Background: an optimization exercise with open tools, aiming at small area, a short achievable clock period and few clock cycles per item. Do not read the settings as production practice.
The RTL was checked by simulation tests, not by an equivalence proof against the original design.

## design/flow/constraint.sdc

```tcl
create_clock -name core_clock -period 8.0 [get_ports {clk}]
set_input_delay 1.6000 -clock core_clock [delete_from_list [all_inputs] [get_ports {clk}]]
set_output_delay 1.6000 -clock core_clock [all_outputs]
set_load 0.01 [all_outputs]
```

## design/flow/run.sh

```bash
#!/bin/bash
# synth_recipe.tcl (not shown) runs the flow's synth.tcl, then flattens the netlist and writes it again
# the make line also repeats each setting of config.mk as NAME=value (left out here)
make -C /OpenROAD-flow-scripts/flow DESIGN_CONFIG=/design/flow/config.mk WORK_HOME=/design/flow/orfs CLKGATE_MAP_FILE= SYNTH_SCRIPT=/design/flow/synth_recipe.tcl finish
```

## design/flow/design.v

```verilog
package gf_field_pkg;
  localparam int FIELD_W = 163;
  localparam int DIGIT_W = 41;
  localparam int NUM_DIGITS = 4;
  localparam int REST_W = (NUM_DIGITS - 1) * DIGIT_W;
  localparam int TOP_W  = FIELD_W - REST_W;
  localparam int KARATSUBA_LEVELS = 3;
  typedef logic [FIELD_W-1:0] gf_elem_t;
  typedef logic [DIGIT_W-1:0] gf_digit_t;
endpackage
package mult_seq_pkg;
  localparam int NUM_STEPS = 4;
  typedef logic [NUM_STEPS-1:0] step_t;
endpackage
`timescale 1ns/1ns
module digit_feeder
(
  input  logic      clk,
  input  logic      rst_n,
  input  logic      start,
  input  gf_field_pkg::gf_elem_t  a,
  input  gf_field_pkg::gf_elem_t  b,
  output gf_field_pkg::gf_elem_t  a_reg,
  output gf_field_pkg::gf_digit_t digit,
  output mult_seq_pkg::step_t     step,
  output logic      running
);
  localparam int D = gf_field_pkg::DIGIT_W;
  localparam int R = gf_field_pkg::REST_W;
  logic [R-1:0]                        b_sh;       
  gf_field_pkg::gf_digit_t             nxt;        
  always_ff @(posedge clk or negedge rst_n) begin
    if (!rst_n) begin
      running <= 1'b0;
      step    <= '0;
    end else begin
      running <= start;
      if (!start)
        step <= '0;
      else if (!running)
        step <= mult_seq_pkg::step_t'(1);
      else
        step <= step << 1;
    end
  end
  assign nxt = running ? b_sh[R-1 -: D] : D'(b[gf_field_pkg::FIELD_W-1:R]);
  always_ff @(posedge clk) begin
    if (!running) begin
      a_reg <= a;
      b_sh  <= b[R-1:0];
    end else begin
      b_sh  <= b_sh << D;
    end
    digit <= nxt;
  end
endmodule
`timescale 1ns/1ns
module digit_mac
(
  input  logic      clk,
  input  gf_field_pkg::gf_elem_t  a_reg,
  input  gf_field_pkg::gf_digit_t digit,
  input  logic      first,
  output gf_field_pkg::gf_elem_t  acc,
  output gf_field_pkg::gf_elem_t  acc_next
);
  localparam int W  = gf_field_pkg::FIELD_W;
  localparam int D  = gf_field_pkg::DIGIT_W;
  localparam int WW = W + D;                    
  logic [W-1:0]  acc_fb;
  logic [WW-1:0] wide;
  assign acc_fb = first ? '0 : acc;
  localparam int NC = (W + D - 1) / D;          
  logic [NC*D-1:0] a_pad;
  logic [2*D-2:0]  prod [NC];
  assign a_pad = (NC*D)'(a_reg);
  for (genvar m = 0; m < NC; m++) begin : g_chunk
    clmul_kara #(.N(D), .LEVELS(gf_field_pkg::KARATSUBA_LEVELS)) u_mul (
      .x (a_pad[m*D +: D]),
      .y (digit),
      .z (prod[m])
    );
  end
  always_comb begin
    wide = {acc_fb, {D{1'b0}}};
    for (int m = 0; m < NC; m++)
      wide = wide ^ (WW'(prod[m]) << (m*D));
  end
  always_comb begin
    acc_next = wide[W-1:0];
    for (int j = 0; j < D; j++) begin
      acc_next[j]     = acc_next[j]     ^ wide[W+j];
      acc_next[j + 3] = acc_next[j + 3] ^ wide[W+j];
      acc_next[j + 6] = acc_next[j + 6] ^ wide[W+j];
      acc_next[j + 7] = acc_next[j + 7] ^ wide[W+j];
    end
  end
  always_ff @(posedge clk) acc <= acc_next;
endmodule
module clmul_kara #(
  parameter int N      = 28,
  parameter int LEVELS = 2
) (
  input  logic [N-1:0]   x,
  input  logic [N-1:0]   y,
  output logic [2*N-2:0] z
);
  if (LEVELS == 0 || N < 4) begin : g_school
    always_comb begin
      z = '0;
      for (int i = 0; i < N; i++)
        z = z ^ (((2*N-1)'(x) << i) & {(2*N-1){y[i]}});
    end
  end else begin : g_split
    localparam int L = N / 2;
    localparam int U = N - L;
    logic [2*L-2:0] zl;
    logic [2*U-2:0] zh, zm;
    clmul_kara #(.N(L), .LEVELS(LEVELS - 1)) u_lo (
      .x (x[L-1:0]),
      .y (y[L-1:0]),
      .z (zl)
    );
    clmul_kara #(.N(U), .LEVELS(LEVELS - 1)) u_hi (
      .x (x[N-1:L]),
      .y (y[N-1:L]),
      .z (zh)
    );
    clmul_kara #(.N(U), .LEVELS(LEVELS - 1)) u_mid (
      .x (x[N-1:L] ^ U'(x[L-1:0])),
      .y (y[N-1:L] ^ U'(y[L-1:0])),
      .z (zm)
    );
    assign z = (2*N-1)'(zl)
             ^ ((2*N-1)'(zm ^ zh ^ (2*U-1)'(zl)) << L)
             ^ ((2*N-1)'(zh) << (2*L));
  end
endmodule
`timescale 1ns/1ns
module result_stage
(
  input  logic     clk,
  input  logic     rst_n,
  input  logic     start,
  input  logic     last,
  input  gf_field_pkg::gf_elem_t acc_next,
  output gf_field_pkg::gf_elem_t p,
  output logic     done
);
  always_ff @(posedge clk or negedge rst_n) begin
    if (!rst_n) begin
      p    <= '0;
      done <= 1'b0;
    end else if (!start) begin
      done <= 1'b0;   
    end else if (last) begin
      p    <= acc_next;
      done <= 1'b1;
    end
  end
endmodule
`timescale 1ns/1ns
module gf_mult_top
(
  input  logic     clk,
  input  logic     rst_n,
  input  logic     start,
  input  gf_field_pkg::gf_elem_t a,
  input  gf_field_pkg::gf_elem_t b,
  output gf_field_pkg::gf_elem_t p,
  output logic     done
);
  gf_field_pkg::gf_elem_t              a_reg;
  gf_field_pkg::gf_digit_t             digit;
  mult_seq_pkg::step_t                 step;
  logic                                running;
  gf_field_pkg::gf_elem_t              acc;
  gf_field_pkg::gf_elem_t              acc_next;
  digit_feeder u_feeder (
    .clk     (clk),
    .rst_n   (rst_n),
    .start   (start),
    .a       (a),
    .b       (b),
    .a_reg   (a_reg),
    .digit   (digit),
    .step    (step),
    .running (running)
  );
  digit_mac u_mac (
    .clk      (clk),
    .a_reg    (a_reg),
    .digit    (digit),
    .first    (step[0]),
    .acc      (acc),
    .acc_next (acc_next)
  );
  result_stage u_result (
    .clk      (clk),
    .rst_n    (rst_n),
    .start    (start),
    .last     (step[gf_field_pkg::NUM_DIGITS-1]),
    .acc_next (acc_next),
    .p        (p),
    .done     (done)
  );
endmodule
```

## design/flow/config.mk

```make
export PLATFORM = sky130hd
export DESIGN_NAME = gf_mult_top
export DESIGN_NICKNAME = gf_mult_top
export VERILOG_FILES = /design/flow/design.v
export SDC_FILE = /design/flow/constraint.sdc
export NUM_CORES = 4
export LEC_CHECK = 0
export CAP_MARGIN = 20
export CORE_MARGIN = 2
export CORE_UTILIZATION = 50
export SETUP_SLACK_MARGIN = 5
export SLEW_MARGIN = 20
```

==> out/results.ini, run 1 <==
[status]
status=stopped before the end
haltStage=global routing
firstError=[ERROR GRT-0116] Global routing finished with congestion. Check the congestion regions in the DRC Viewer.

[logic_synthesis]
synth_most_common_cell=xnor2_1
synthTopCellsByArea=xnor2_1 (39%), nor2_1 (9.0%), dfxtp_1 (8.5%), xor2_1 (7.2%), edfxtp_1 (6.4%)
yosysWarnings=6
yosysTopAreaCellShare=0.3891
synth_cell_types=47
synth_top_cells_by_count=xnor2_1 (3420), nor2_1 (1844), nand2_1 (1078)
yosys_register_bits=659
synth.net_count=9555
synthCells=9226
synth_area_um2=76990
synthFlopType=dfxtp_1
synth_edf_count=163
synthArstFlopShare=0.2564
ys_seq_area_frac=0.2035
synth_area_leader_cell=xnor2_1
syn_area_per_cell_um2=8.344

[global_routing]
grt_remaining_overflow=211
grt_first_pass_wirelength_um=781300
track_usage=0.6986
grt_pass1_vias=96230
grt_max_degree=136

[cts]
cts.sinks=659
holdBufCountCts=0
htree_num_levels=3
clockBufferDepth=3
cts_buffers=75
cts-root-buf=clkbuf_16

[floorplanning]
die_h_um=396.4
num_rows=143
io_pins=493
die_w_um=396.4
start_util=0.5050

[placed_design]
dp_hpwl_um=299800
placedCellCount=11450
numPortBuffers=492
gp_congestion=1.129

[worst max-delay path by stage]
stage,from,end,slack (ns),cells past startpoint
after floorplan,u_feeder.running$_DFF_PN0_,u_feeder.a_reg[0]$_DFFE_PN_,4.47,4
after global placement,u_feeder.digit[36]$_DFF_P_,u_result.p[40]$_DFFE_PN0P_,2.71,12
after detailed placement,u_feeder.digit[36]$_DFF_P_,u_result.p[40]$_DFFE_PN0P_,2.69,12
after CTS,u_feeder.a_reg[147]$_DFFE_PN_,u_result.p[9]$_DFFE_PN0P_,4.12,13
[cell families after synthesis]
family,after synthesis,share of synthesized area
flip-flops,659,0.2035
AO/OA/AOI/OAI,74,0.005916
buffers and inverters,549,0.03199
multiplexers,293,0.04283
AND/OR/NAND/NOR,3293,0.1728
XOR/XNOR,4358,0.5429
[routing by layer]
metal / global-route usage / GRT overflow
met5: 0.1718 / 0
met2: 0.8916 / 103
met4: 0.6700 / 107
met1: 0.7186 / 1
met3: 0.5009 / 0
[metrics by stage]
stage / setup slack [ns] / instance area, µm² / utilization / hold slack [ns]
CTS: 4.123 / 129300 / 0.8484 / 0.4543
global placement: 2.710 / 86970 / 0.5705 / 0.4294
detailed placement: 2.691 / 87030 / 0.5709 / 0.4404
floorplan: 4.466 / 80340 / - / 0.4119
[timing repair]
action	4_1_cts
setup endpoints to repair	490
setup buffers	1795
pin swaps	1248
gates cloned	84
gates resized for setup	3453
Testbench counts, summed over its fixed seeds: cycles 2,304, items 384.
==> run 2, diff against run 1 <==
--- a/design/flow/design.v
+++ b/design/flow/design.v
@@ -1,7 +1,7 @@
 package gf_field_pkg;
   localparam int FIELD_W = 163;
-  localparam int DIGIT_W = 41;
-  localparam int NUM_DIGITS = 4;
+  localparam int DIGIT_W = 55;
+  localparam int NUM_DIGITS = 3;
   localparam int REST_W = (NUM_DIGITS - 1) * DIGIT_W;
   localparam int TOP_W  = FIELD_W - REST_W;
   localparam int KARATSUBA_LEVELS = 3;
@@ -9,7 +9,7 @@
   typedef logic [DIGIT_W-1:0] gf_digit_t;
 endpackage
 package mult_seq_pkg;
-  localparam int NUM_STEPS = 4;
+  localparam int NUM_STEPS = 3;
   typedef logic [NUM_STEPS-1:0] step_t;
 endpackage
 `timescale 1ns/1ns
==> run 2 against run 1 <==
The flow again stops in global routing. Synthesized cell count grew 22%. Area after synthesis up 18%.
==> out/results.ini, run 2 <==
[status]
status=stopped before the end  ; unchanged
haltStage=global routing  ; unchanged
firstError=[ERROR GRT-0116] Global routing finished with congestion. Check the congestion regions in the DRC Viewer.  ; unchanged

[floorplanning]
io_pins=493  ; unchanged
die_h_um=430.5  ; was 396.4 µm
start_util=0.5033  ; was 0.5050
num_rows=156  ; was 143
die_w_um=430.5  ; was 396.4 µm

[logic_synthesis]
ys_seq_area_frac=0.1722  ; was 0.2035
yosys_register_bits=659  ; unchanged
synth.net_count=11570  ; was 9555
synth_area_um2=90960  ; was 76990 µm²
yosysWarnings=6  ; unchanged
yosysTopAreaCellShare=0.3892  ; was 0.3891
synthCells=11240  ; was 9226
synth_cell_types=39  ; was 47
synth_top_cells_by_count=xnor2_1 (4042), nor2_1 (2618), nand2_1 (1276)  ; was xnor2_1 (3420), nor2_1 (1844), nand2_1 (1078)
synth_area_leader_cell=xnor2_1  ; unchanged
synthArstFlopShare=0.2549  ; was 0.2564
synth_most_common_cell=xnor2_1  ; unchanged
synthFlopType=dfxtp_1  ; unchanged
syn_area_per_cell_um2=8.093  ; was 8.344 µm²
synth_edf_count=163  ; unchanged
synthTopCellsByArea=xnor2_1 (39%), nor2_1 (11%), xor2_1 (8.4%), xnor3_1 (8.2%), dfxtp_1 (7.2%)  ; was xnor2_1 (39%), nor2_1 (9.0%), dfxtp_1 (8.5%), xor2_1 (7.2%), edfxtp_1 (6.4%)

[global_routing]
track_usage=0.8839
grt_max_degree=166
grt_first_pass_wirelength_um=1186000
grt_remaining_overflow=3570
grt_pass1_vias=129400

[cts]
clockBufferDepth=3  ; unchanged
cts-root-buf=clkbuf_16  ; unchanged
cts.sinks=659  ; unchanged
cts_buffers=79  ; was 75
holdBufCountCts=0  ; unchanged
htree_num_levels=3  ; unchanged

[placed_design]
placed_area_um2=104200  ; was 87030 µm²
dp_hpwl_um=427100  ; was 299800 µm
numPortBuffers=492  ; unchanged
gp_congestion=1.241  ; was 1.129
pre_cts_ws_ns=2.171  ; was 2.691 ns

-- run 2: changes by cell type after synthesis, moves of 18 or more --
cell      delta
buf_1       +48
clkbuf_1   +114
nor2b_1     -18
nor2_1     +774
xnor3_1    +142
xor2_1     +239
nand2b_1    -22
buf_4       -22
xnor2_1    +622
nand2_1    +198
-- run 2: how the worst max path moves through the flow --
stage | end | startpoint | slack (ns) | depth (start not counted)
CTS | u_result.p[6]$_DFFE_PN0P_ | u_feeder.a_reg[153]$_DFFE_PN_ | 3.54 | 13
detailed placement | u_result.p[8]$_DFFE_PN0P_ | u_feeder.digit[51]$_DFF_P_ | 2.17 | 13
global placement | u_result.p[132]$_DFFE_PN0P_ | u_feeder.digit[13]$_DFF_P_ | 2.01 | 14
floorplan | u_result.p[8]$_DFFE_PN0P_ | u_feeder.a_reg[143]$_DFFE_PN_ | 4.29 | 12
-- run 2: stage by stage --
step,std cells,utilization
3_5_place_dp,13890,0.5763
4_1_cts,15930,0.8238
2_1_floorplan,11240,-
3_3_place_gp,13880,0.5748
-- run 2: logic make-up after synthesis --
logic type | Yosys count | share of synthesized area
xor gates and xnor gates | 5340 | 0.5742
and+or+nand+nor | 4208 | 0.1825
buffers and inverters | 679 | 0.03074
DFF | 659 | 0.1722
muxes | 293 | 0.03622
AOI/OAI and AO/OA | 61 | 0.004140
-- run 2: per-layer routing --
layer,overflow,global-route usage
met5,13,0.5889
met4,1145,0.8838
met3,127,0.7889
met2,2181,1.009
met1,104,0.8645
-- run 2: timing repair --
| item | CTS |
|---|---|
| gates resized for setup | 4204 |
| pin swaps | 1284 |
| endpoints found under the setup margin | 492 |
| gates cloned | 73 |
| buffers inserted | 1827 |
Testbench counts of run 2, summed over its fixed seeds: cycles 1,920, items 384.
==> run 3, diff against run 2 <==
--- a/design/flow/design.v
+++ b/design/flow/design.v
@@ -1,15 +1,18 @@
 package gf_field_pkg;
   localparam int FIELD_W = 163;
-  localparam int DIGIT_W = 55;
-  localparam int NUM_DIGITS = 3;
+  localparam int DIGIT_W = 33;
+  localparam int NUM_DIGITS = 5;
   localparam int REST_W = (NUM_DIGITS - 1) * DIGIT_W;
   localparam int TOP_W  = FIELD_W - REST_W;
-  localparam int KARATSUBA_LEVELS = 3;
+  localparam int CHUNKS  = (FIELD_W + DIGIT_W - 1) / DIGIT_W;
+  localparam int HALF_LO = DIGIT_W / 2;
+  localparam int HALF_HI = DIGIT_W - HALF_LO;
+  localparam int KARATSUBA_LEVELS = 1;
   typedef logic [FIELD_W-1:0] gf_elem_t;
   typedef logic [DIGIT_W-1:0] gf_digit_t;
 endpackage
 package mult_seq_pkg;
-  localparam int NUM_STEPS = 3;
+  localparam int NUM_STEPS = 5;
   typedef logic [NUM_STEPS-1:0] step_t;
 endpackage
 `timescale 1ns/1ns
@@ -21,12 +24,19 @@
   input  gf_field_pkg::gf_elem_t  a,
   input  gf_field_pkg::gf_elem_t  b,
   output gf_field_pkg::gf_elem_t  a_reg,
+  output logic [gf_field_pkg::CHUNKS*gf_field_pkg::HALF_HI-1:0] a_sum,
   output gf_field_pkg::gf_digit_t digit,
+  output logic [gf_field_pkg::HALF_HI-1:0] d_sum,
   output mult_seq_pkg::step_t     step,
   output logic      running
 );
   localparam int D = gf_field_pkg::DIGIT_W;
   localparam int R = gf_field_pkg::REST_W;
+  localparam int C = gf_field_pkg::CHUNKS;
+  localparam int L = gf_field_pkg::HALF_LO;
+  localparam int U = gf_field_pkg::HALF_HI;
+  logic [C*D-1:0] a_pad;
+  logic [C*U-1:0] a_sum_in;
   logic [R-1:0]                        b_sh;       
   gf_field_pkg::gf_digit_t             nxt;        
   always_ff @(posedge clk or negedge rst_n) begin
@@ -44,14 +54,21 @@
     end
   end
   assign nxt = running ? b_sh[R-1 -: D] : D'(b[gf_field_pkg::FIELD_W-1:R]);
+  assign a_pad = (C*D)'(a);
+  always_comb begin
+    for (int m = 0; m < C; m++)
+      a_sum_in[m*U +: U] = a_pad[m*D + L +: U] ^ U'(a_pad[m*D +: L]);
+  end
   always_ff @(posedge clk) begin
     if (!running) begin
       a_reg <= a;
+      a_sum <= a_sum_in;
       b_sh  <= b[R-1:0];
     end else begin
       b_sh  <= b_sh << D;
     end
     digit <= nxt;
+    d_sum <= nxt[D-1:L] ^ U'(nxt[L-1:0]);
   end
 endmodule
 `timescale 1ns/1ns
@@ -59,7 +76,9 @@
 (
   input  logic      clk,
   input  gf_field_pkg::gf_elem_t  a_reg,
+  input  logic [gf_field_pkg::CHUNKS*gf_field_pkg::HALF_HI-1:0] a_sum,
   input  gf_field_pkg::gf_digit_t digit,
+  input  logic [gf_field_pkg::HALF_HI-1:0] d_sum,
   input  logic      first,
   output gf_field_pkg::gf_elem_t  acc,
   output gf_field_pkg::gf_elem_t  acc_next
@@ -70,16 +89,33 @@
   logic [W-1:0]  acc_fb;
   logic [WW-1:0] wide;
   assign acc_fb = first ? '0 : acc;
-  localparam int NC = (W + D - 1) / D;          
+  localparam int NC = gf_field_pkg::CHUNKS;
+  localparam int L  = gf_field_pkg::HALF_LO;
+  localparam int U  = gf_field_pkg::HALF_HI;
   logic [NC*D-1:0] a_pad;
   logic [2*D-2:0]  prod [NC];
   assign a_pad = (NC*D)'(a_reg);
   for (genvar m = 0; m < NC; m++) begin : g_chunk
-    clmul_kara #(.N(D), .LEVELS(gf_field_pkg::KARATSUBA_LEVELS)) u_mul (
-      .x (a_pad[m*D +: D]),
-      .y (digit),
-      .z (prod[m])
-    );
+    logic [2*L-2:0] zl;
+    logic [2*U-2:0] zh, zm;
+    clmul_kara #(.N(L), .LEVELS(gf_field_pkg::KARATSUBA_LEVELS)) u_lo (
+      .x (a_pad[m*D +: L]),
+      .y (digit[L-1:0]),
+      .z (zl)
+    );
+    clmul_kara #(.N(U), .LEVELS(gf_field_pkg::KARATSUBA_LEVELS)) u_hi (
+      .x (a_pad[m*D + L +: U]),
+      .y (digit[D-1:L]),
+      .z (zh)
+    );
+    clmul_kara #(.N(U), .LEVELS(gf_field_pkg::KARATSUBA_LEVELS)) u_mid (
+      .x (a_sum[m*U +: U]),
+      .y (d_sum),
+      .z (zm)
+    );
+    assign prod[m] = (2*D-1)'(zl)
+                   ^ ((2*D-1)'(zm ^ zh ^ (2*U-1)'(zl)) << L)
+                   ^ ((2*D-1)'(zh) << (2*L));
   end
   always_comb begin
     wide = {acc_fb, {D{1'b0}}};
@@ -172,6 +208,8 @@
 );
   gf_field_pkg::gf_elem_t              a_reg;
   gf_field_pkg::gf_digit_t             digit;
+  logic [gf_field_pkg::CHUNKS*gf_field_pkg::HALF_HI-1:0] a_sum;
+  logic [gf_field_pkg::HALF_HI-1:0]    d_sum;
   mult_seq_pkg::step_t                 step;
   logic                                running;
   gf_field_pkg::gf_elem_t              acc;
@@ -183,14 +221,18 @@
     .a       (a),
     .b       (b),
     .a_reg   (a_reg),
+    .a_sum   (a_sum),
     .digit   (digit),
+    .d_sum   (d_sum),
     .step    (step),
     .running (running)
   );
   digit_mac u_mac (
     .clk      (clk),
     .a_reg    (a_reg),
+    .a_sum    (a_sum),
     .digit    (digit),
+    .d_sum    (d_sum),
     .first    (step[0]),
     .acc      (acc),
     .acc_next (acc_next)
--- a/design/flow/config.mk
+++ b/design/flow/config.mk
@@ -7,6 +7,6 @@
 export LEC_CHECK = 0
 export CAP_MARGIN = 20
 export CORE_MARGIN = 2
-export CORE_UTILIZATION = 50
-export SETUP_SLACK_MARGIN = 5
+export CORE_UTILIZATION = 45
+export SETUP_SLACK_MARGIN = 4.5
 export SLEW_MARGIN = 20
==> run 3 against run 2 <==
The run now finishes clean. Area after synthesis shrank 19%. Synthesized cell count decreased by 20%.
==> out/results.ini, run 3 <==
[timing]
hold_viol=0
fmax_ghz=0.2719
setup_viol=0
hold_slack_ns=0.4450
tns_ns=0
fin_skew_ns=0.04652
slew_headroom=0.3221
fin_crit_sh=0.4597
rsz0062_at_grt=true
drv_slew=0
fin_crit_ns=3.678
tightest_slew_ns=1.017

[cts]
clkTransAtPathRegs_ns=0.07
cts-root-buf=clkbuf_16  ; unchanged
cts_buffers=88  ; was 79
cts_tree=built
insertion_delay_ns=0.78
clockBufferDepth=3  ; unchanged
holdBufCountCts=0  ; unchanged
cts.sinks=756  ; was 659
htree_num_levels=3  ; unchanged

[logic_synthesis]
synthTopCellsByArea=xnor2_1 (34%), nand2_1 (11%), xor2_1 (10%), edfxtp_1 (9.9%), dfxtp_1 (9.4%)  ; was xnor2_1 (39%), nor2_1 (11%), xor2_1 (8.4%), xnor3_1 (8.2%), dfxtp_1 (7.2%)
ys_seq_area_frac=0.2504  ; was 0.1722
synthCells=8958  ; was 11240
synth.net_count=9287  ; was 11570
syn_area_per_cell_um2=8.206  ; was 8.093 µm²
synth_most_common_cell=xnor2_1  ; unchanged
yosysWarnings=6  ; unchanged
synthArstFlopShare=0.2249  ; was 0.2549
synth_adder_area_share=0  ; unchanged
synthXorXnorAreaFrac=0.4865  ; was 0.5742
synth_cell_types=31  ; was 39
synth_area_um2=73510  ; was 90960 µm²
synthSimpleGateAreaFrac=0.1829  ; was 0.1825
synth_top_family_by_area=XOR/XNOR gates  ; unchanged
yosys_register_bits=756  ; was 659
synth_top_cells_by_count=xnor2_1 (2853), nand2_1 (2222), nor2_1 (895)  ; was xnor2_1 (4042), nor2_1 (2618), nand2_1 (1276)
yosysTopAreaCellShare=0.3399  ; was 0.3892
synth_edf_count=242  ; was 163
synth_area_leader_cell=xnor2_1  ; unchanged
muxShareOfSynthArea=0.04456  ; was 0.03622
synthFlopType=dfxtp_1  ; unchanged
synth_compound_area_frac=0.001515  ; was 0.004140

[routing]
num_vias=65190
drtIter0Drc=9439
viasPerCell=5.555
ant_nets=0
drt-wirelength-per-cell_um=28.77
drcViolationCount=0
first_pass_iters=6
wl_um=337600

[hold_path]
holdCritStartpoint=u_feeder.b_sh[131]$_DFF_P_
hold_path.class=flip-flop to flip-flop

[global_routing]
grt_max_degree=153
grt_remaining_overflow=0
antenna_found_initial=15
track_usage=0.3758
grt_pass1_vias=59340
grt_first_pass_wirelength_um=451000

[floorplanning]
die_h_um=408.2  ; was 430.5 µm
core_um2=162400
num_rows=148  ; was 156
dieArea_um2=166600
die_w_um=408.2  ; was 430.5 µm
io_pins=493  ; unchanged
start_util=0.4526  ; was 0.5033

[setup_path]
worstSetupStartpointType=flip-flop
crit_required_ns=8.65
rr_startpoint=u_feeder.digit[18]$_DFF_P_
arrival_ns=4.33
critPathCaptureType=flip-flop
crit_type=flip-flop to flip-flop
path_max_fanout=17
worstSetupStartpoint=u_feeder.digit[18]$_DFF_P_

[layout]
finalNonFillerCells=11740
fin_nets=9809
layout.cells.most_common=xnor2_1
final_cell_mix=xnor2_1 (2496), nand2_1 (2220), nor2_1 (895)
area_growth_pct=26.37
drive_above_1_share=0.1584

[placed_design]
dp_hpwl_um=236300  ; was 427100 µm
placedCellCount=11160  ; was 13890
gp_congestion=1.032  ; was 1.241
numPortBuffers=492  ; unchanged

[status]
status=complete, no violations  ; was stopped before the end

[job]
cap_violations=0

## run 3: cell types whose count changed after synthesis, sizes merged, moves of 20 or more
cell / change
xnor3: -196
nor2: -1723
clkbuf: -20
xor2: -27
xnor2: -1273
nand2: +944
edfxtp: +79
## run 3: cell families (layout without fill, tap and decap cells)
family,Yosys count,after routing
AND/OR/NAND/NOR,3394,3394
buffers and inverters,648,1246
multiplexers,291,291
other,0,5
flip-flops,756,756
AO/OA/AOI/OAI,19,19
XOR/XNOR,3850,3850
## run 3: critical path: stages, from the launching register on
cell and delay, ns:
dfxtp_4 0.43, buf_4 0.19, bufbuf_16 0.34, nand2_1 0.09
xor2_1 0.15, xnor2_1 0.14, xnor2_1 0.58, xnor2_1 0.18
xnor2_1 0.19, xnor2_2 0.57, xnor2_1 0.34, mux2_2 0.34
## run 3: worst paths after layout
check,endpoint,depth (start not counted),slack [ns]
setup / recovery,u_result.p[49]$_DFFE_PN0P_,11,4.32
hold / removal,u_feeder.digit[32]$_SDFF_PN0_,1,0.44
setup reg to reg,u_result.p[49]$_DFFE_PN0P_,11,4.32
hold reg to reg,u_feeder.digit[32]$_SDFF_PN0_,1,0.44
max in group asynchronous,u_result.p[89]$_DFFE_PN0P_,2,5.88
min in group asynchronous,u_result.p[134]$_DFFE_PN0P_,1,0.89
## run 3: per-stage QoR
step / cell area [µm²] / util / worst slack (ns)
6_report: 92890 / 0.5720 / 4.322
5_1_grt: 92890 / 0.5720 / 4.226
4_1_cts: 88560 / 0.5453 / 4.289
3_5_place_dp: 80360 / 0.4948 / 3.212
3_3_place_gp: 80310 / 0.4945 / 3.223
2_1_floorplan: 73540 / - / 3.216
## run 3: what timing repair did
action | CTS | global route
setup endpoints to repair | 320 | 152
resized for setup | 541 | 224
cloned | 12 | 34
pin swaps | 55 | 90
hold endpoints to repair | 0 | 0
setup buffers | 168 | 187
## run 3: layout make-up
| type | instances | area, µm² |
|---|---|---|
| Fill cell | 14380 | 69510 |
| Multi-Input combinational cell | 7554 | 56670 |
| Sequential cell | 756 | 18590 |
| Timing Repair Buffer | 1068 | 11770 |
| Tap cell | 2175 | 2721 |
| Clock buffer | 106 | 2320 |
| Clock inverter | 60 | 764.5 |
| Inverter | 12 | 48.80 |
| Antenna cell | 5 | 12.51 |
## run 3: layer usage
layer / routed length [µm] / global-route usage / share of wire
met5: 174 / 0 / 0.00052
met4: 23470 / 0.1611 / 0.070
met3: 46590 / 0.1149 / 0.14
met2: 137000 / 0.5398 / 0.41
met1: 130400 / 0.5177 / 0.39
Testbench counts of run 3, summed over its fixed seeds: cycles 2,688, items 384.
==> run 4, diff against run 3 <==
--- a/design/flow/design.v
+++ b/design/flow/design.v
@@ -1,7 +1,7 @@
 package gf_field_pkg;
   localparam int FIELD_W = 163;
-  localparam int DIGIT_W = 33;
-  localparam int NUM_DIGITS = 5;
+  localparam int DIGIT_W = 28;
+  localparam int NUM_DIGITS = 6;
   localparam int REST_W = (NUM_DIGITS - 1) * DIGIT_W;
   localparam int TOP_W  = FIELD_W - REST_W;
   localparam int CHUNKS  = (FIELD_W + DIGIT_W - 1) / DIGIT_W;
@@ -12,7 +12,7 @@
   typedef logic [DIGIT_W-1:0] gf_digit_t;
 endpackage
 package mult_seq_pkg;
-  localparam int NUM_STEPS = 5;
+  localparam int NUM_STEPS = 6;
   typedef logic [NUM_STEPS-1:0] step_t;
 endpackage
 `timescale 1ns/1ns
==> design/flow/flow/run.sh (new file) <==
#!/bin/bash
set -euo pipefail
export BUFFER_PORTS_ARGS="-buffer_cell sky130_fd_sc_hd__buf_1"
bash standard.sh > standard.log 2>&1
==> design/flow/standard.sh (new file) <==
#!/bin/bash
# synth_recipe.tcl (not shown) runs the flow's synth.tcl, then flattens the netlist and writes it again
# the make line also repeats each setting of config.mk as NAME=value (left out here)
make -C /OpenROAD-flow-scripts/flow DESIGN_CONFIG=/design/flow/config.mk WORK_HOME=/design/flow/orfs CLKGATE_MAP_FILE= SYNTH_SCRIPT=/design/flow/synth_recipe.tcl "${@:-finish}"
--- a/design/flow/config.mk
+++ b/design/flow/config.mk
@@ -7,6 +7,6 @@
 export LEC_CHECK = 0
 export CAP_MARGIN = 20
 export CORE_MARGIN = 2
-export CORE_UTILIZATION = 45
+export CORE_UTILIZATION = 50
 export SETUP_SLACK_MARGIN = 4.5
 export SLEW_MARGIN = 20
removed: design/flow/run.sh
==> run 4 against run 3 <==
Clock skew up 0.0022 ns. Global-route usage up 3.3 points. Area after synthesis down 9.4%. Critical endpoint is now u_result.p[142]$_DFFE_PN0P_. Fmax down 0.26%. Via count down 12%. Clock-buffer cell count up 14. Register-to-register slack about the same. First-iteration DRC count down 9.4%. Routed wire length down 13%.
==> out/results.ini, run 4 <==
[status]
status=complete, no violations  ; unchanged

[cts]
cts.sinks=758  ; was 756
clkTransAtPathRegs_ns=0.06  ; was 0.07 ns
cts_buffers=84  ; was 88
holdBufCountCts=0  ; unchanged
clockBufferDepth=3  ; unchanged
cts_tree=built  ; unchanged
insertion_delay_ns=0.75  ; was 0.78 ns
htree_num_levels=3  ; unchanged
cts-root-buf=clkbuf_16  ; unchanged

[timing]
drv_slew=0  ; unchanged
tns_ns=0  ; unchanged
fmax_ghz=0.2712  ; was 0.2719 GHz
fin_crit_ns=3.687  ; was 3.678 ns
fin_crit_sh=0.4609  ; was 0.4597
final.setup.worst_slack_ns=4.313  ; was 4.322 ns
rsz0062_at_grt=true  ; unchanged
setup_viol=0  ; unchanged
tightest_slew_ns=1.123  ; was 1.017 ns
slew_headroom=0.2513  ; was 0.3221
hold_viol=0  ; unchanged
fin_skew_ns=0.04868  ; was 0.04652 ns
hold_slack_ns=0.4387  ; was 0.4450 ns

[logic_synthesis]
synth_cell_types=31  ; unchanged
synth_edf_count=242  ; unchanged
syn_area_per_cell_um2=8.493  ; was 8.206 µm²
yosysWarnings=5  ; was 6
synth_area_leader_cell=xnor2_1  ; unchanged
ys_seq_area_frac=0.2770  ; was 0.2504
synthArstFlopShare=0.2256  ; was 0.2249
synth_area_um2=66610  ; was 73510 µm²
synth_most_common_cell=xnor2_1  ; unchanged
synthFlopType=dfxtp_1  ; unchanged
synth.net_count=8172  ; was 9287
synth_top_cells_by_count=xnor2_1 (2356), nand2_1 (1833), nor2_1 (802)  ; was xnor2_1 (2853), nand2_1 (2222), nor2_1 (895)
synthCells=7843  ; was 8958
yosysTopAreaCellShare=0.3098  ; was 0.3399
yosys_register_bits=758  ; was 756
synthTopCellsByArea=xnor2_1 (31%), edfxtp_1 (11%), dfxtp_1 (10%), nand2_1 (10%), xor2_1 (9.9%)  ; was xnor2_1 (34%), nand2_1 (11%), xor2_1 (10%), edfxtp_1 (9.9%), dfxtp_1 (9.4%)

[floorplanning]
start_util=0.5054  ; was 0.4526
die_w_um=369  ; was 408.2 µm
io_pins=493  ; unchanged
dieArea_um2=136200  ; was 166600 µm²
die_h_um=369  ; was 408.2 µm
num_rows=133  ; was 148
core_um2=131800  ; was 162400 µm²

[layout]
seq_area_um2=18600  ; was 18590 µm²
nFillCells=11550  ; was 14380
fin_nets=8550  ; was 9809
multi_input_area_um2=48500  ; was 56670 µm²
drive_above_1_share=0.1469  ; was 0.1584
layout.cells.most_common=xnor2_1  ; unchanged
area_growth_pct=19.42  ; was 26.37%
final_cell_mix=xnor2_1 (2112), nand2_1 (1830), nor2_1 (801)  ; was xnor2_1 (2496), nand2_1 (2220), nor2_1 (895)

[routing]
viasPerCell=5.711  ; was 5.555
ant_nets=0  ; unchanged
drtIter0Drc=8554  ; was 9439
num_vias=57420  ; was 65190
wl_um=293600  ; was 337600 µm
drcViolationCount=0  ; unchanged
drt-wirelength-per-cell_um=29.20  ; was 28.77 µm
first_pass_iters=6  ; unchanged

[setup_path]
reg2reg_slack_ns=4.31  ; was 4.32 ns
reg2regPathDepth=9  ; was 11
arrival_ns=4.37  ; was 4.33 ns
crit_type=flip-flop to flip-flop  ; unchanged
crit_required_ns=8.68  ; was 8.65 ns
crit_chain=nand2_1 -> xor2_1 -> xnor2_1 -> xnor2_1 -> xnor2_1 -> xnor2_2 -> xnor2_1 -> xnor2_1 -> mux2_2  ; was buf_4 -> bufbuf_16 -> nand2_1 -> xor2_1 -> xnor2_1 -> xnor2_1 -> xnor2_1 -> xnor2_1 -> xnor2_2 -> xnor2_1 -> mux2_2
critPathMaxStageDelay_ns=0.72  ; was 0.58 ns
worstSetupStartpointType=flip-flop  ; unchanged
worstSetupStartpoint=u_feeder.a_reg[137]$_DFFE_PN_  ; was u_feeder.digit[18]$_DFF_P_
cp_common_cell=xnor2_1  ; unchanged
critPathCaptureType=flip-flop  ; unchanged
reg2reg_to=u_result.p[142]$_DFFE_PN0P_  ; was u_result.p[49]$_DFFE_PN0P_
path_max_fanout=8  ; was 17
slowest_stage=xnor2_1  ; unchanged
rr_startpoint=u_feeder.a_reg[137]$_DFFE_PN_  ; was u_feeder.digit[18]$_DFF_P_

[global_routing]
antenna_found_initial=14  ; was 15
track_usage=0.4085  ; was 0.3758
grt_first_pass_wirelength_um=396600  ; was 451000 µm
grt_remaining_overflow=0  ; unchanged
grt_max_degree=138  ; was 153
grt_pass1_vias=52870  ; was 59340

[hold_path]
hold_depth=1  ; unchanged
hold_path.class=flip-flop to flip-flop  ; unchanged
hold_end=u_feeder.b_sh[80]$_DFF_P_  ; was u_feeder.digit[32]$_SDFF_PN0_
holdCritStartpoint=u_feeder.b_sh[52]$_DFF_P_  ; was u_feeder.b_sh[131]$_DFF_P_

[placed_design]
numPortBuffers=492  ; unchanged
pre_cts_ws_ns=3.560  ; was 3.212 ns
dp_hpwl_um=198400  ; was 236300 µm
gp_congestion=0.9895  ; was 1.032

[job]
cap_violations=0  ; unchanged

-- run 4: changes by cell type after synthesis, moves of 35 or more --
cell,delta
xnor2_1,-497
nand2_1,-389
xor2_1,-97
nor2_1,-93
nor2b_1,-48
buf_2,-35
-- run 4: timing repair --
| action | CTS | global route |
|---|---|---|
| cloned | 41 | 18 |
| pin swaps | 41 | 67 |
| endpoints found under the setup margin | 278 | 122 |
| buffers inserted | 140 | 114 |
| resized for setup | 366 | 192 |
-- run 4: final cells by class --
cell class / instances / share of cell area
multi-input combinational: 6484 / 0.6096
sequential: 758 / 0.2338
timing repair buffer: 881 / 0.09067
clock buffer: 120 / 0.03015
tap: 1755 / 0.02760
clock inverter: 38 / 0.007361
inverter: 12 / 0.0006134
antenna: 7 / 0.0002202
-- run 4: routing by layer --
layer / global-route usage / share of wire / vias to the layer above
li1: - / - / 24710
met1: 0.5500 / 0.38 / 27660
met2: 0.5791 / 0.41 / 4149
met3: 0.1349 / 0.15 / 897
met4: 0.2104 / 0.069 / 6
met5: 0 / 0.00061 / -
-- run 4: worst max-delay path by stage --
stage,end,slack [ns],cells past startpoint
floorplan,u_feeder.a_reg[0]$_DFFE_PN_,3.27,4
global placement,u_result.p[7]$_DFFE_PN0P_,3.60,11
detailed placement,u_result.p[7]$_DFFE_PN0P_,3.56,11
CTS,u_result.p[7]$_DFFE_PN0P_,4.38,11
global route,u_result.p[8]$_DFFE_PN0P_,4.35,12
finish,u_result.p[142]$_DFFE_PN0P_,4.31,9
-- run 4: critical path, delay by kind of cell (launching register included) --
kind / cells / cell delay [ns]
xor gates and xnor gates: 7 / 2.63
and+or+nand+nor: 1 / 0.17
DFF: 1 / 0.59
muxes: 1 / 0.25
-- run 4: per-stage QoR --
| step | area [µm²] | util | std cells |
|---|---|---|---|
| detailed placement | 69270 | 0.5256 | 9577 |
| CTS | 76800 | 0.5827 | 9916 |
| global route | 79540 | 0.6035 | 10050 |
| global placement | 69260 | 0.5255 | 9577 |
| floorplan | 66640 | - | 7843 |
| finish | 79550 | 0.6036 | 10060 |
-- run 4: cell families (layout without fill, tap and decap cells) --
family                    Yosys count  after routing  synth area share
xor gates and xnor gates         3266           3267            0.4615
AOI/OAI and AO/OA                  42             42          0.003813
other                               0              7                 0
muxes                             314            314           0.05308
DFF                               758            758            0.2770
and+or+nand+nor                  2861           2861            0.1702
buffers and inverters             602           1051           0.03443
Testbench counts of run 4, summed over its fixed seeds: cycles 3,072, items 384.
==> run 5, diff against run 4 <==
--- a/design/flow/design.v
+++ b/design/flow/design.v
@@ -179,21 +179,28 @@
   input  logic     rst_n,
   input  logic     start,
   input  logic     last,
-  input  gf_field_pkg::gf_elem_t acc_next,
+  input  gf_field_pkg::gf_elem_t acc,
   output gf_field_pkg::gf_elem_t p,
   output logic     done
 );
+  gf_field_pkg::gf_elem_t p_hold;    
+  logic                   show;      
   always_ff @(posedge clk or negedge rst_n) begin
     if (!rst_n) begin
-      p    <= '0;
-      done <= 1'b0;
-    end else if (!start) begin
-      done <= 1'b0;   
-    end else if (last) begin
-      p    <= acc_next;
-      done <= 1'b1;
-    end
-  end
+      p_hold <= '0;
+      show   <= 1'b0;
+      done   <= 1'b0;
+    end else begin
+      show <= start && last;
+      if (show)
+        p_hold <= acc;
+      if (!start)
+        done <= 1'b0;
+      else if (last)
+        done <= 1'b1;
+    end
+  end
+  assign p = show ? acc : p_hold;
 endmodule
 `timescale 1ns/1ns
 module gf_mult_top
@@ -242,7 +249,7 @@
     .rst_n    (rst_n),
     .start    (start),
     .last     (step[gf_field_pkg::NUM_DIGITS-1]),
-    .acc_next (acc_next),
+    .acc      (acc),
     .p        (p),
     .done     (done)
   );
==> run 5 against run 4 <==
Still clean on timing, DRC and antenna. Fmax down 2.1%. Die area up 0.17%. Clock-buffer cell count fell by 13. Clock skew up 0.033 ns. Largest cell class unchanged. Highest routed layer unchanged.
==> out/results.ini, run 5 <==
[status]
status=complete, no violations  ; unchanged

[logic_synthesis]
synthCells=7809  ; was 7843
synth_area_um2=66730  ; was 66610 µm²
yosysWarnings=5  ; unchanged
yosysTopAreaCellShare=0.3096  ; was 0.3098
synthFlopType=dfxtp_1  ; unchanged
synth_cell_types=35  ; was 31
synthArstFlopShare=0.2266  ; was 0.2256
synth.net_count=8138  ; was 8172
yosys_register_bits=759  ; was 758
synthTopCellsByArea=xnor2_1 (31%), edfxtp_1 (11%), dfxtp_1 (10%), nand2_1 (10%), xor2_1 (9.5%)  ; was xnor2_1 (31%), edfxtp_1 (11%), dfxtp_1 (10%), nand2_1 (10%), xor2_1 (9.9%)
syn_area_per_cell_um2=8.545  ; was 8.493 µm²
synth_edf_count=242  ; unchanged
synth_top_cells_by_count=xnor2_1 (2359), nand2_1 (1839), nor2_1 (802)  ; was xnor2_1 (2356), nand2_1 (1833), nor2_1 (802)
ys_seq_area_frac=0.2769  ; was 0.2770
synth_most_common_cell=xnor2_1  ; unchanged
synth_area_leader_cell=xnor2_1  ; unchanged

[floorplanning]
core_um2=133000  ; was 131800 µm²
die_h_um=369.3  ; was 369 µm
io_pins=493  ; unchanged
start_util=0.5019  ; was 0.5054
die_w_um=369.3  ; was 369 µm
num_rows=134  ; was 133
dieArea_um2=136400  ; was 136200 µm²

[layout]
drive_above_1_share=0.1202  ; was 0.1469
fin_nets=8345  ; was 8550
layout.cells.most_common=xnor2_1  ; unchanged
multi_input_area_um2=46850  ; was 48500 µm²
nFillCells=12080  ; was 11550
design_area_um2=76000  ; was 79550 µm²
area_growth_pct=13.90  ; was 19.42%
seq_area_um2=18570  ; was 18600 µm²
final_cell_mix=xnor2_1 (2278), nand2_1 (1839), nor2_1 (802)  ; was xnor2_1 (2112), nand2_1 (1830), nor2_1 (801)
fin_util=0.5716  ; was 0.6036

[routing]
drcViolationCount=0  ; unchanged
drtIter0Drc=7817  ; was 8554
wl_um=272300  ; was 293600 µm
viasPerCell=5.557  ; was 5.711
first_pass_iters=6  ; unchanged
ant_nets=0  ; unchanged
drt-wirelength-per-cell_um=27.61  ; was 29.20 µm
num_vias=54800  ; was 57420

[setup_path]
path_buf_inv=4  ; was 0
crit_chain=buf_12 -> buf_12 -> buf_16 -> mux2_2 -> buf_1  ; was nand2_1 -> xor2_1 -> xnor2_1 -> xnor2_1 -> xnor2_1 -> xnor2_2 -> xnor2_1 -> xnor2_1 -> mux2_2
worstSetupStartpoint=u_result.show$_DFF_PN0_  ; was u_feeder.a_reg[137]$_DFFE_PN_
rr_startpoint=u_feeder.digit[21]$_DFF_P_  ; was u_feeder.a_reg[137]$_DFFE_PN_
crit_type=flip-flop to output port  ; was flip-flop to flip-flop
crit_required_ns=6.40  ; was 8.68 ns
arrival_ns=2.16  ; was 4.37 ns
path_max_fanout=9  ; was 8
crit_family=buffers and inverters  ; was XOR/XNOR gates
critPathCaptureType=output port  ; was flip-flop
slowest_stage=dfrtp_4  ; was xnor2_1
critPathMaxStageDelay_ns=0.41  ; was 0.72 ns
cp_common_cell=buf_12  ; was xnor2_1
worstSetupStartpointType=flip-flop  ; unchanged

[timing]
fin_crit_sh=0.4706  ; was 0.4609
slew_headroom=0.1314  ; was 0.2513
fin_skew_ns=0.08166  ; was 0.04868 ns
hold_slack_ns=0.4458  ; was 0.4387 ns
fin_crit_ns=3.765  ; was 3.687 ns
drv_slew=0  ; unchanged
tns_ns=0  ; unchanged
tightest_slew_ns=1.294  ; was 1.123 ns
fmax_ghz=0.2656  ; was 0.2712 GHz
rsz0062_at_grt=true  ; unchanged
hold_viol=0  ; unchanged
setup_viol=0  ; unchanged

[global_routing]
grt_max_degree=154  ; was 138
antenna_found_initial=18  ; was 14
grt_remaining_overflow=0  ; unchanged
grt_pass1_vias=50480  ; was 52870
track_usage=0.3810  ; was 0.4085
grt_first_pass_wirelength_um=374400  ; was 396600 µm

[hold_path]
holdCritStartpoint=u_feeder.b_sh[109]$_DFF_P_  ; was u_feeder.b_sh[52]$_DFF_P_
hold_path.class=flip-flop to flip-flop  ; unchanged

[cts]
cts_tree=built  ; unchanged
cts.sinks=759  ; was 758
htree_num_levels=3  ; unchanged
clockBufferDepth=3  ; unchanged
clkTransAtPathRegs_ns=0.06  ; about the same
insertion_delay_ns=0.77  ; was 0.75 ns
cts-root-buf=clkbuf_16  ; unchanged
cts_buffers=84  ; unchanged

[job]
cap_violations=0  ; unchanged

[placed_design]
numPortBuffers=492  ; unchanged
dp_hpwl_um=198800  ; was 198400 µm
gp_congestion=1.012  ; was 0.9895
placed_area_um2=69290  ; was 69270 µm²

-- run 5: changes by cell type after synthesis, moves of 10 or more --
| cell | delta |
|---|---|
| nand2b_1 | -10 |
| xnor2_2 | +16 |
| buf_2 | +78 |
| clkbuf_1 | -22 |
| buf_1 | -72 |
| xor2_1 | -32 |
-- run 5: per-layer routing --
metal / track usage / vias up / wire length (µm)
met4: 0.1313 / 18 / 12160
met5: 0 / - / 106
met2: 0.5371 / 3568 / 111400
li1: - / 24200 / -
met3: 0.1163 / 539 / 36420
met1: 0.5463 / 26480 / 112300
-- run 5: worst paths after layout --
check / end / slack (ns) / cells after the start
max: p[131] / 4.24 / 5
min: u_feeder.b_sh[137]$_DFF_P_ / 0.45 / 1
max reg2reg: u_mac.acc[45]$_DFF_P_ / 4.40 / 8
min reg2reg: u_feeder.b_sh[137]$_DFF_P_ / 0.45 / 1
max in group asynchronous: u_result.p_hold[75]$_DFF_PN0_ / 5.92 / 2
min in group asynchronous: u_result.p_hold[136]$_DFF_PN0_ / 0.86 / 1
-- run 5: area by class of cell --
cell class / count / area share
clock inverters: 49 / 0.009153
inverters: 11 / 0.0005927
multi-input cells: 6454 / 0.6165
diodes: 9 / 0.0002963
well taps: 1768 / 0.02911
flip-flops and latches: 759 / 0.2443
repair buffers: 706 / 0.07031
clock buffers: 107 / 0.02976
-- run 5: cell families after synthesis --
family / synth area share
muxes: 0.05230
DFF: 0.2769
buffers and inverters: 0.03651
and+or+nand+nor: 0.1692
AOI/OAI and AO/OA: 0.002738
xor gates and xnor gates: 0.4624
-- run 5: through the flow --
stage               cells  setup WS, ns
CTS                  9785         4.207
finish               9863         4.235
detailed placement   9565         3.819
global route         9856         4.198
floorplan            7809         3.275
global placement     9564         3.813
-- run 5: what timing repair did --
action | 4_1_cts | 5_1_grt
cloned | 14 | 22
hold buffers | 0 | 0
resized for setup | 189 | 327
setup endpoints to repair | 236 | 210
pin swaps | 6 | 6
hold endpoints to repair | 0 | 0
buffers inserted | 50 | 47
Testbench counts of run 5, summed over its fixed seeds: cycles 3,072, items 384.
==> run 6, diff against run 5 <==
--- a/design/flow/config.mk
+++ b/design/flow/config.mk
@@ -8,5 +8,6 @@
 export CAP_MARGIN = 20
 export CORE_MARGIN = 2
 export CORE_UTILIZATION = 50
+export CTS_BUF_LIST = sky130_fd_sc_hd__clkbuf_8
 export SETUP_SLACK_MARGIN = 4.5
 export SLEW_MARGIN = 20
==> run 6 against run 5 <==
Still clean on timing, DRC and antenna. Via count decreased by 0.47%. Sequential cell count unchanged. Register-to-register slack about the same. Clock-buffer cell count increased by 50. Core utilization decreased by 1.1 points.
==> out/results.ini, run 6 <==
[timing]
tightest_slew_ns=1.217  ; was 1.294 ns
setup_viol=0  ; unchanged
hold_slack_ns=0.4250  ; was 0.4458 ns
final.setup.worst_slack_ns=4.106  ; was 4.235 ns
drv_slew=0  ; unchanged
fmax_ghz=0.2568  ; was 0.2656 GHz
rsz0062_at_grt=true  ; unchanged
fin_crit_sh=0.4868  ; was 0.4706
fin_skew_ns=0.09345  ; was 0.08166 ns
tns_ns=0  ; unchanged
hold_viol=0  ; unchanged
fin_crit_ns=3.894  ; was 3.765 ns
slew_headroom=0.1825  ; was 0.1314

[setup_path]
arrival_ns=2.29  ; was 2.16 ns
crit_type=flip-flop to output port  ; unchanged
crit_family=buffers and inverters  ; unchanged
worstSetupStartpointType=flip-flop  ; unchanged
slowest_stage=dfrtp_4  ; unchanged
crit_chain=buf_12 -> clkbuf_16 -> mux2_2 -> buf_2  ; was buf_12 -> buf_12 -> buf_16 -> mux2_2 -> buf_1
path_buf_inv=3  ; was 4
critPathCaptureType=output port  ; unchanged
crit_required_ns=6.40  ; about the same
path_max_fanout=7  ; was 9
critPathMaxStageDelay_ns=0.48  ; was 0.41 ns

[routing]
viasPerCell=5.506  ; was 5.557
first_pass_iters=6  ; unchanged
drtIter0Drc=7610  ; was 7817
drcViolationCount=0  ; unchanged
num_vias=54540  ; was 54800
drt-wirelength-per-cell_um=27.11  ; was 27.61 µm
wl_um=268600  ; was 272300 µm
ant_nets=0  ; unchanged

[job]
cap_violations=0  ; unchanged

[logic_synthesis]
muxShareOfSynthArea=0.05230  ; unchanged
synthFlopType=dfxtp_1  ; unchanged
synthArstFlopShare=0.2266  ; unchanged
synth_edf_count=242  ; unchanged
synth_compound_area_frac=0.002738  ; unchanged
yosys_register_bits=759  ; unchanged
ys_seq_area_frac=0.2769  ; unchanged
synthXorXnorAreaFrac=0.4624  ; unchanged
synth.net_count=8138  ; unchanged
synth_area_um2=66730  ; unchanged
synth_cell_types=35  ; unchanged
synth_top_family_by_area=XOR/XNOR gates  ; unchanged
syn_area_per_cell_um2=8.545  ; unchanged
yosysWarnings=5  ; unchanged
synthSimpleGateAreaFrac=0.1692  ; unchanged
synth_adder_area_share=0  ; unchanged
synth_most_common_cell=xnor2_1  ; unchanged
synth_area_leader_cell=xnor2_1  ; unchanged
yosysTopAreaCellShare=0.3096  ; unchanged
synth_top_cells_by_count=xnor2_1 (2359), nand2_1 (1839), nor2_1 (802)  ; unchanged
synthTopCellsByArea=xnor2_1 (31%), edfxtp_1 (11%), dfxtp_1 (10%), nand2_1 (10%), xor2_1 (9.5%)  ; unchanged
synthCells=7809  ; unchanged

[cts]
clkTransAtPathRegs_ns=0.06  ; about the same
cts_buffers=136  ; was 84
holdBufCountCts=0  ; unchanged
insertion_delay_ns=0.94  ; was 0.77 ns
cts_tree=built  ; unchanged
clockBufferDepth=3  ; unchanged
cts.sinks=759  ; unchanged
htree_num_levels=4  ; was 3
cts-root-buf=clkbuf_8  ; was clkbuf_16

[layout]
layout.cells.most_common=xnor2_1  ; unchanged
fin_nets=8345  ; unchanged
area_growth_pct=11.68  ; was 13.90%
fin_util=0.5605  ; was 0.5716
drive_above_1_share=0.1083  ; was 0.1202
final_cell_mix=xnor2_1 (2288), nand2_1 (1839), nor2_1 (802)  ; was xnor2_1 (2278), nand2_1 (1839), nor2_1 (802)

[floorplanning]
die_w_um=369.3  ; unchanged
core_um2=133000  ; unchanged
die_h_um=369.3  ; unchanged
num_rows=134  ; unchanged
io_pins=493  ; unchanged
start_util=0.5019  ; unchanged
dieArea_um2=136400  ; unchanged

[placed_design]
dp_hpwl_um=198800  ; unchanged
numPortBuffers=492  ; unchanged
pre_cts_ws_ns=3.819  ; unchanged
gp_congestion=1.012  ; unchanged

[global_routing]
antenna_found_initial=22  ; was 18
grt_pass1_vias=50740  ; was 50480
track_usage=0.3808  ; was 0.3810
grt_max_degree=154  ; unchanged
grt_first_pass_wirelength_um=374100  ; was 374400 µm
grt_remaining_overflow=0  ; unchanged

[status]
status=complete, no violations  ; unchanged

[hold_path]
hold_path.class=flip-flop to flip-flop  ; unchanged

[run 6: cell counts after synthesis]
No cell type changed its count.
[run 6: cells by family (layout without fill, tap and decap cells)]
kind of cell              after synthesis  count (layout)
muxes                                 310             310
buffers and inverters                 597             915
other                                   0              10
xor gates and xnor gates             3258            3259
and+or+nand+nor                      2856            2856
AOI/OAI and AO/OA                      29              29
DFF                                   759             759
[run 6: through the flow]
stage	cells	cell area [µm²]
after floorplan	7809	66750
after global placement	9564	69250
after detailed placement	9565	69290
after CTS	9867	73380
after global routing	9900	74500
final	9906	74520
[run 6: path summary, 6_finish.rpt]
| check | start | slack (ns) | to | cells after the start |
|---|---|---|---|---|
| setup reg to reg | u_feeder.digit[1]$_DFF_P_ | 4.40 | u_mac.acc[34]$_DFF_P_ | 9 |
| hold / removal | u_feeder.b_sh[37]$_DFF_P_ | 0.43 | u_feeder.b_sh[65]$_DFF_P_ | 1 |
| hold reg to reg | u_feeder.b_sh[37]$_DFF_P_ | 0.43 | u_feeder.b_sh[65]$_DFF_P_ | 1 |
| min in group asynchronous | rst_n | 0.70 | u_result.p_hold[162]$_DFF_PN0_ | 1 |
| max in group asynchronous | rst_n | 6.06 | u_result.p_hold[105]$_DFF_PN0_ | 2 |
| setup / recovery | u_result.show$_DFF_PN0_ | 4.11 | p[121] | 4 |
[run 6: area by class of cell]
| class | count | area [µm²] |
|---|---|---|
| repair buffers | 654 | 4133 |
| diodes | 10 | 25.02 |
| clock inverters | 93 | 674.4 |
| inverters | 11 | 45.04 |
| clock buffers | 157 | 2161 |
| well taps | 1768 | 2212 |
| flip-flops and latches | 759 | 18560 |
| multi-input cells | 6454 | 46710 |
| fillers | 12280 | 58440 |
[run 6: repair_timing]
| item | CTS | global route |
|---|---|---|
| pin swaps | 5 | 4 |
| cloned | 8 | 8 |
| endpoints found under the setup margin | 233 | 214 |
| setup buffers | 44 | 21 |
| resized for setup | 125 | 191 |
[run 6: routing by layer]
metal / global-route usage / vias to the layer above / routed length [µm]
li1: - / 24210 / -
met3: 0.1280 / 517 / 37390
met1: 0.5405 / 26340 / 110800
met4: 0.1341 / 24 / 10570
met2: 0.5331 / 3448 / 109600
met5: 0 / - / 159
==> run 7, diff against run 6 <==
--- a/design/flow/config.mk
+++ b/design/flow/config.mk
@@ -7,7 +7,8 @@
 export LEC_CHECK = 0
 export CAP_MARGIN = 20
 export CORE_MARGIN = 2
-export CORE_UTILIZATION = 50
+export CORE_UTILIZATION = 62
 export CTS_BUF_LIST = sky130_fd_sc_hd__clkbuf_8
+export PLACE_DENSITY = 0.72
 export SETUP_SLACK_MARGIN = 4.5
 export SLEW_MARGIN = 20
==> run 7 against run 6 <==
Setup slack gained 0.026 ns. Non-clock buffer count is 22 higher. Sequential share of layout area about the same. Cell count shrank 3.6%. Core utilization is 14 points higher. Largest cell class unchanged.
==> out/results.ini, run 7 <==
[status]
status=complete, no violations  ; unchanged

[floorplanning]
core_um2=106900  ; was 133000 µm²
num_rows=120  ; was 134
dieArea_um2=110300  ; was 136400 µm²
io_pins=493  ; unchanged
start_util=0.6242  ; was 0.5019
die_w_um=332.1  ; was 369.3 µm
die_h_um=332.1  ; was 369.3 µm

[timing]
rsz0062_at_grt=true  ; unchanged
tns_ns=0  ; unchanged
fin_crit_ns=3.868  ; was 3.894 ns
fin_skew_ns=0.05711  ; was 0.09345 ns
tightest_slew_ns=1.247  ; was 1.217 ns
hold_viol=0  ; unchanged
drv_slew=0  ; unchanged
fmax_ghz=0.2585  ; was 0.2568 GHz
setup_viol=0  ; unchanged
fin_crit_sh=0.4835  ; was 0.4868
slew_headroom=0.1626  ; was 0.1825

[setup_path]
reg2regPathDepth=8  ; was 9
crit_required_ns=6.40  ; about the same
reg2reg_slack_ns=4.39  ; was 4.40 ns
path_max_fanout=9  ; was 7
rr_startpoint=u_feeder.digit[3]$_DFF_P_  ; was u_feeder.digit[1]$_DFF_P_
reg2reg_to=u_mac.acc[145]$_DFF_P_  ; was u_mac.acc[34]$_DFF_P_
critPathCaptureType=output port  ; unchanged
arrival_ns=2.27  ; was 2.29 ns
crit_type=flip-flop to output port  ; unchanged
worstSetupStartpointType=flip-flop  ; unchanged

[logic_synthesis]
synthTopCellsByArea=xnor2_1 (31%), edfxtp_1 (11%), dfxtp_1 (10%), nand2_1 (10%), xor2_1 (9.5%)  ; unchanged
yosysTopAreaCellShare=0.3096  ; unchanged
synth_area_leader_cell=xnor2_1  ; unchanged
synth.net_count=8138  ; unchanged
synth_most_common_cell=xnor2_1  ; unchanged
synth_edf_count=242  ; unchanged
syn_area_per_cell_um2=8.545  ; unchanged
synth_cell_types=35  ; unchanged
yosys_register_bits=759  ; unchanged
synthFlopType=dfxtp_1  ; unchanged
synth_top_cells_by_count=xnor2_1 (2359), nand2_1 (1839), nor2_1 (802)  ; unchanged
synth_area_um2=66730  ; unchanged
ys_seq_area_frac=0.2769  ; unchanged
synthCells=7809  ; unchanged
yosysWarnings=5  ; unchanged
synthArstFlopShare=0.2266  ; unchanged

[layout]
seq_area_um2=18560  ; unchanged
final_cell_mix=xnor2_1 (2272), nand2_1 (1839), nor2_1 (802)  ; was xnor2_1 (2288), nand2_1 (1839), nor2_1 (802)
finalNonFillerCells=9553  ; was 9906
nFillCells=8590  ; was 12280
multi_input_area_um2=46830  ; was 46710 µm²
area_growth_pct=11.55  ; was 11.68%
fin_nets=8361  ; was 8345
layout.cells.most_common=xnor2_1  ; unchanged
drive_above_1_share=0.1171  ; was 0.1083

[routing]
drt-wirelength-per-cell_um=26.95  ; was 27.11 µm
viasPerCell=5.838  ; was 5.506
drcViolationCount=0  ; unchanged
drtIter0Drc=8113  ; was 7610
ant_nets=0  ; unchanged
wl_um=257400  ; was 268600 µm
num_vias=55780  ; was 54540
first_pass_iters=12  ; was 6

[global_routing]
grt_pass1_vias=51280  ; was 50740
antenna_found_initial=19  ; was 22
grt_max_degree=144  ; was 154
grt_first_pass_wirelength_um=361000  ; was 374100 µm
grt_remaining_overflow=0  ; unchanged
track_usage=0.4498  ; was 0.3808

[placed_design]
gp_congestion=1.058  ; was 1.012
placedCellCount=9201  ; was 9565
dp_hpwl_um=188000  ; was 198800 µm
numPortBuffers=492  ; unchanged

[job]
cap_violations=0  ; unchanged

[hold_path]
hold_path.class=flip-flop to flip-flop  ; unchanged
hold_depth=1  ; unchanged
hold_end=u_feeder.b_sh[124]$_DFF_P_  ; was u_feeder.b_sh[65]$_DFF_P_
holdCritStartpoint=u_feeder.b_sh[96]$_DFF_P_  ; was u_feeder.b_sh[37]$_DFF_P_

[cts]
holdBufCountCts=0  ; unchanged
clkTransAtPathRegs_ns=0.06  ; about the same
cts-root-buf=clkbuf_8  ; unchanged
cts_tree=built  ; unchanged
insertion_delay_ns=0.89  ; was 0.94 ns
htree_num_levels=4  ; unchanged
cts.sinks=759  ; unchanged
clockBufferDepth=3  ; unchanged
cts_buffers=131  ; was 136

==> run 7: cell counts after synthesis <==
No cell type changed its count.
==> run 7: layer usage <==
layer  GRT usage  share of wire  up-vias
met5           0        0.00026        -
met4      0.2092          0.056        8
met3      0.1599           0.15      765
met2      0.6427           0.41     4093
met1      0.6060           0.38    26670
li1            -              -    24240
==> run 7: logic make-up (layout without fill, tap and decap cells) <==
| kind of cell | after synthesis | count (layout) | share of synthesized area |
|---|---|---|---|
| muxes | 310 | 310 | 0.05230 |
| other | 0 | 12 | 0 |
| xor gates and xnor gates | 3258 | 3258 | 0.4624 |
| AOI/OAI and AO/OA | 29 | 29 | 0.002738 |
| and+or+nand+nor | 2856 | 2856 | 0.1692 |
| buffers and inverters | 597 | 926 | 0.03651 |
| DFF | 759 | 759 | 0.2769 |
==> run 7: stage by stage <==
stage          setup slack, ns  utilization  cell area [µm²]  hold WS [ns]
2_1_floorplan            3.275            -            66750        0.4328
5_1_grt                  4.075       0.6962            74430        0.4412
4_1_cts                  4.083       0.6843            73150        0.4398
3_3_place_gp             3.737       0.6436            68810        0.4350
6_report                 4.132       0.6963            74440        0.4295
3_5_place_dp             3.635       0.6437            68810        0.4391
==> run 7: cell type report <==
class	count	share of cell area
timing repair buffer	676	0.05962
clock buffer	147	0.02718
inverter	11	0.0006051
sequential	759	0.2493
antenna	12	0.0004034
tap	1403	0.02358
clock inverter	92	0.01020
multi-input combinational	6453	0.6291
==> run 7: timing repair <==
item | 4_1_cts | 5_1_grt
resized for setup | 161 | 194
buffers inserted | 53 | 30
endpoints found under the hold margin | 0 | 0
gates cloned | 7 | 9
setup endpoints to repair | 291 | 219
pin swaps | 6 | 4
==> run 7: how the worst max path moves through the flow <==
| stage | startpoint | to | slack (ns) | depth (start not counted) |
|---|---|---|---|---|
| after CTS | u_result.show$_DFF_PN0_ | p[89] | 4.08 | 5 |
| after detailed placement | u_feeder.digit[4]$_DFF_P_ | u_mac.acc[8]$_DFF_P_ | 3.64 | 10 |
| after global placement | u_feeder.digit[4]$_DFF_P_ | u_mac.acc[8]$_DFF_P_ | 3.74 | 10 |
| after global routing | u_result.show$_DFF_PN0_ | p[83] | 4.08 | 5 |
| final | u_result.show$_DFF_PN0_ | p[83] | 4.13 | 5 |
| after floorplan | u_feeder.running$_DFF_PN0_ | u_feeder.a_reg[0]$_DFFE_PN_ | 3.27 | 4 |
==> run 7: worst max-delay path, stage by stage, from the launching register on <==
cell       delay, ns
dfrtp_4         0.49
buf_12          0.15
buf_12          0.15
clkbuf_16       0.17
mux2_2          0.30
clkbuf_2        0.14

-- what the ideal ports hide --
In the flow no input, the clock included, has a driving cell. The finished layouts below were timed again as built, in two steps.
Step 1 sets driving cells, clkbuf_16 on the clock port and buf_2 on the other inputs (assumed; they add their load-dependent delay and slew).
Step 2 also shifts input and output timing later by t, the mid clock arrival at the registers, as if the neighbouring blocks saw the same clock.
a / b / c = ideal / step 1 / step 2; a / b = the first two.
run	t (ns)	setup slack, ns	worst hold slack (ns)	worst setup path after step 2
run 3	0.843	4.322 / 4.322 / 3.839	0.445 / 0.445 / 0.445	input to register
run 4	0.814	4.313 / 4.313 / 4.313	0.439 / 0.439 / 0.439	register to register
run 5	0.810	4.235 / 4.150 / 4.398	0.446 / 0.446 / 0.446	register to register
run 6	0.964	4.106 / 4.031 / 4.397	0.425 / 0.425 / 0.425	register to register
run 7	0.934	4.132 / 4.060 / 4.386	0.430 / 0.430 / 0.430	register to register
After both steps setup and hold are still met in every run listed. For run 3, which loses most, drivers alone change the setup slack by 0.000 ns; drivers and shift together by -0.483 ns.
